What follows belongs to an exercise in optimizing a design on an open flow for small area, a short achievable clock period and few clock cycles per item; a production flow would make more cautious choices. Only simulation tests tie the RTL to the original design; equivalence was not proved.

==> flow/design.v (excerpt) <==
module joint_angle_cosine (
    input  logic                         i_clk,
    input  logic                         i_rst_n,
    input  logic                         i_pt_valid,
    output logic                         o_pt_ready,
    input  logic signed [COORD_BITS-1:0] i_end1_x,
    input  logic signed [COORD_BITS-1:0] i_end1_y,
    input  logic signed [COORD_BITS-1:0] i_end1_z,
    input  logic signed [COORD_BITS-1:0] i_vertex_x,
    input  logic signed [COORD_BITS-1:0] i_vertex_y,
    input  logic signed [COORD_BITS-1:0] i_vertex_z,
    input  logic signed [COORD_BITS-1:0] i_end2_x,
    input  logic signed [COORD_BITS-1:0] i_end2_y,
    input  logic signed [COORD_BITS-1:0] i_end2_z,
    output logic                         o_cos_valid,
    input  logic                         i_cos_ready,
    output logic signed [COS_BITS-1:0]   o_cos_cosine_q14,
    output logic                         o_cos_degenerate
);
clock: 7.0 ns
lec_check: 0
cap_margin: 20
core_margin: 2
core_utilization: 38
cts_buf_list: sky130_fd_sc_hd__clkbuf_16
cts_cluster_diameter: 130
cts_cluster_size: 26
setup_slack_margin: 3.6
slew_margin: 20
synth_hierarchical: 1
run.sh (not shown) runs the stock make flow with config.mk's settings and CLKGATE_MAP_FILE= SYNTH_SCRIPT=/design/flow/synth_recipe.tcl, a recipe that flattens the netlist after the stock synthesis.
Testbench counts at the start, summed over its fixed seeds: cycles 4,124, items 4,000.
Next try:
- CORE_UTILIZATION: 38 -> 45
Clock skew goes down by 31 ps.
First-iteration DRC count goes down by 8.4%.
Global-route usage grows by 3.3 points.
Hold slack improved by 29 ps.
Fmax drops by 2.7%.
Die area goes down by 15%.
Next try:
- CORE_UTILIZATION: 45 -> 55
- CTS_CLUSTER_DIAMETER: 130 -> 100
- CTS_CLUSTER_SIZE: 26 -> 20
- SETUP_SLACK_MARGIN: 3.6 -> 3.3
After rerunning:
- fmax goes down by a few percent
- via count falls slightly
- utilization came out higher by 9.7 points
- hold slack loses 9.7 ps
- final area went down by a few percent
Next try:
- CTS_CLUSTER_DIAMETER: 100 -> 130
- CTS_CLUSTER_SIZE: 20 -> 26
- SETUP_SLACK_MARGIN: 3.3 -> 3.6
Result: Synthesized cell count does not change. Non-clock buffer count grows by 334. Die area stays the same. Design area goes up by a few percent. Global-route usage is higher by 0.31 points.

lane 1:
Another version of the RTL of joint_angle_cosine (not shown whole).
For scale: about 3700 flip-flops, about 170 I/O pins, ~200000 um^2 of cells after synthesis.
make LEC_CHECK=0 CAP_MARGIN=20 CORE_MARGIN=2 CORE_UTILIZATION=55 SETUP_SLACK_MARGIN=3.3 SLEW_MARGIN=20 finish   # period 7.0 ns
Lane 1 finished every stage and its layout cleared the timing, design-rule and antenna checks.
Testbench counts of lane 1, summed over its fixed seeds: cycles 4,124, items 4,000.
The following lists how lane 2 was set up differently from lane 1:
- CORE_UTILIZATION: 55 -> 60
- SETUP_SLACK_MARGIN: 3.3 -> 3.5
- CTS_BUF_LIST: unset -> sky130_fd_sc_hd__clkbuf_8
Findings:
- Final cell count without fillers: lane 2 vs lane 1 up 1.1%
- Looking at end point of the critical path, the r_dr1_s4[27]$_DFF_P_ result is from lane 2; the r_qa2_s3[18]$_DFF_P_ one comes from lane 1.
- The maximum frequency of lane 2 exceeds that of lane 1 by 3.0%.
- Lane 2 completed every stage of the flow, and the final layout passed the timing, design-rule and antenna checks.
- Final critical path time including I/O delays and setup delta (lane 2 − lane 1): favourable
Changes in lane 3 relative to lane 2:
- a change of SETUP_SLACK_MARGIN from 3.5 to 3.3
- a change of CORE_UTILIZATION from 60 to 65
Lane 3 against lane 2; detailed-route vias per instance is up slightly. Sort lane 2 and lane 3 by sequential share of layout area desc -> top: lane 3. Final net count ended up 307 lower on lane 3 than on lane 2. Comparing lane 2 and lane 3, the lower signal arrival time at the worst endpoint is on lane 2. Delta(pre-CTS setup slack, lane 3 - lane 2) < 0. [lane 3 vs lane 2] count of cell instances traversed by the critical path: higher in lane 3. Placeable core region: lane 2 and lane 3 compared, lower one is lane 3. Between lane 2 and lane 3, the difference in placement-stage cell area is negligible. Data required time at the worst endpoint (lane 3 over lane 2): increase, 20 ps.

05-25:
joint_angle_cosine with an RTL version that a note above also has.
Size in the first run: about 17000 cells after synthesis, roughly 3700 flip-flops.
export LEC_CHECK = 0
export CAP_MARGIN = 20
export CORE_MARGIN = 2
export CORE_UTILIZATION = 55
export CTS_BUF_LIST = sky130_fd_sc_hd__clkbuf_16
export CTS_CLUSTER_DIAMETER = 100
export CTS_CLUSTER_SIZE = 20
export SETUP_SLACK_MARGIN = 3.5
export SLEW_MARGIN = 20
export SYNTH_HIERARCHICAL = 1
create_clock -name core_clock -period 7.0 [get_ports {i_clk}]
Testbench counts of 05-25, summed over its fixed seeds: cycles 4,124, items 4,000.
> inputs changed (05-25 -> 11-18)
- swapping 20 for 22 in CTS_CLUSTER_SIZE
- swapping 100 for 110 in CTS_CLUSTER_DIAMETER
- swapping 3.5 for 3.8 in SETUP_SLACK_MARGIN
### Flow results
Wire length of the first global-routing pass ended up 36000 µm higher on 11-18 than on 05-25.
Going from 05-25 to 11-18, final instance count without filler cells went up, post-route worst setup slack went up 0.11 ns, sequential share of layout area dropped 1.7 points.
11-18 against 05-25: vias after detailed routing went up 3.4%, total buffers and inverters traversed by the critical path picked up an extra 1.

joint_angle_cosine again, from the RTL that the note above started with.
==> flow/design.v (excerpt) <==
module joint_angle_cosine (
    input  logic                         i_clk,
    input  logic                         i_rst_n,
    input  logic                         i_pt_valid,
    output logic                         o_pt_ready,
    input  logic signed [COORD_BITS-1:0] i_end1_x,
    input  logic signed [COORD_BITS-1:0] i_end1_y,
    input  logic signed [COORD_BITS-1:0] i_end1_z,
    input  logic signed [COORD_BITS-1:0] i_vertex_x,
    input  logic signed [COORD_BITS-1:0] i_vertex_y,
    input  logic signed [COORD_BITS-1:0] i_vertex_z,
    input  logic signed [COORD_BITS-1:0] i_end2_x,
    input  logic signed [COORD_BITS-1:0] i_end2_y,
    input  logic signed [COORD_BITS-1:0] i_end2_z,
    output logic                         o_cos_valid,
    input  logic                         i_cos_ready,
    output logic signed [COS_BITS-1:0]   o_cos_cosine_q14,
    output logic                         o_cos_degenerate
);
Settings: LEC_CHECK=0, CAP_MARGIN=20, CORE_MARGIN=2, CORE_UTILIZATION=55, CTS_BUF_LIST=sky130_fd_sc_hd__clkbuf_16, CTS_CLUSTER_DIAMETER=110, CTS_CLUSTER_SIZE=22, SETUP_SLACK_MARGIN=3.6, SLEW_MARGIN=20, SYNTH_HIERARCHICAL=1; clock period 7.0 ns.
Testbench counts at the start, summed over its fixed seeds: cycles 4,124, items 4,000.
Then changed:
--- a/flow/config.mk
+++ b/flow/config.mk
@@ -10,6 +10,3 @@
 export CORE_UTILIZATION = 55
-export CTS_BUF_LIST = sky130_fd_sc_hd__clkbuf_16
-export CTS_CLUSTER_DIAMETER = 110
-export CTS_CLUSTER_SIZE = 22
-export SETUP_SLACK_MARGIN = 3.6
+export SETUP_SLACK_MARGIN = 3.3
 export SLEW_MARGIN = 20
What happened: First-iteration DRC count went down by 3.0%; area after synthesis does not change; cell area went up by 0.47%; maximum frequency went down by 3.5%; critical path depth went down by 8; via count went down by 0.59%; non-clock buffer count went down by 363; hold slack gains 12 ps.

[afterwards: timing with drivers on the ports]
The results above use ideal ports. As a check the final layouts listed here were re-extracted and re-timed, cells and wires unchanged.
Step 1 (the two cells are an assumption about what drives the block):
set clk [get_ports {i_clk}]
set_driving_cell -lib_cell sky130_fd_sc_hd__clkbuf_16 $clk
set_driving_cell -lib_cell sky130_fd_sc_hd__buf_2 [delete_from_list [all_inputs] $clk]
Step 2 moves the port delays by t, midway between the first and last clock arrival at a register: inputs arrive t later, outputs are due t later. That takes back most of the time a late clock gives input paths.
a / b / c = ideal / step 1 / step 2; a / b = the first two.
run	shift t [ns]	setup slack, ns	worst register clock-pin slew, ns	worst data-port slew with drivers (ns)	cell pins on the clock port's net
the first run of note 1	1.034	3.579 / 3.579 / 2.987	0.11 / 0.11	0.08	1
the second run of note 1	1.034	3.483 / 3.483 / 2.776	0.12 / 0.12	0.10	1
the third run of note 1	1.036	3.228 / 3.228 / 2.648	0.09 / 0.09	0.06	1
the fourth run of note 1	1.020	3.470 / 3.470 / 2.981	0.11 / 0.11	0.07	1
lane 1	1.047	3.372 / 3.372 / 2.607	0.07 / 0.07	0.06	1
lane 2	1.286	3.478 / 3.478 / 2.551	0.07 / 0.07	0.10	1
lane 3	1.252	3.355 / 3.347 / 2.389	0.08 / 0.08	0.07	1
05-25	1.023	3.368 / 3.368 / 2.726	0.09 / 0.09	0.06	1
11-18	1.034	3.482 / 3.482 / 3.140	0.10 / 0.10	0.07	1
the first run of note 4	1.031	3.429 / 3.429 / 2.969	0.10 / 0.10	0.07	1
the second run of note 4	1.050	3.298 / 3.298 / 2.624	0.07 / 0.07	0.06	1
After both steps every run listed still meets setup and hold. The setup slack of lane 3, which loses most, moves by -0.008 ns with the drivers and by -0.966 ns with both steps.
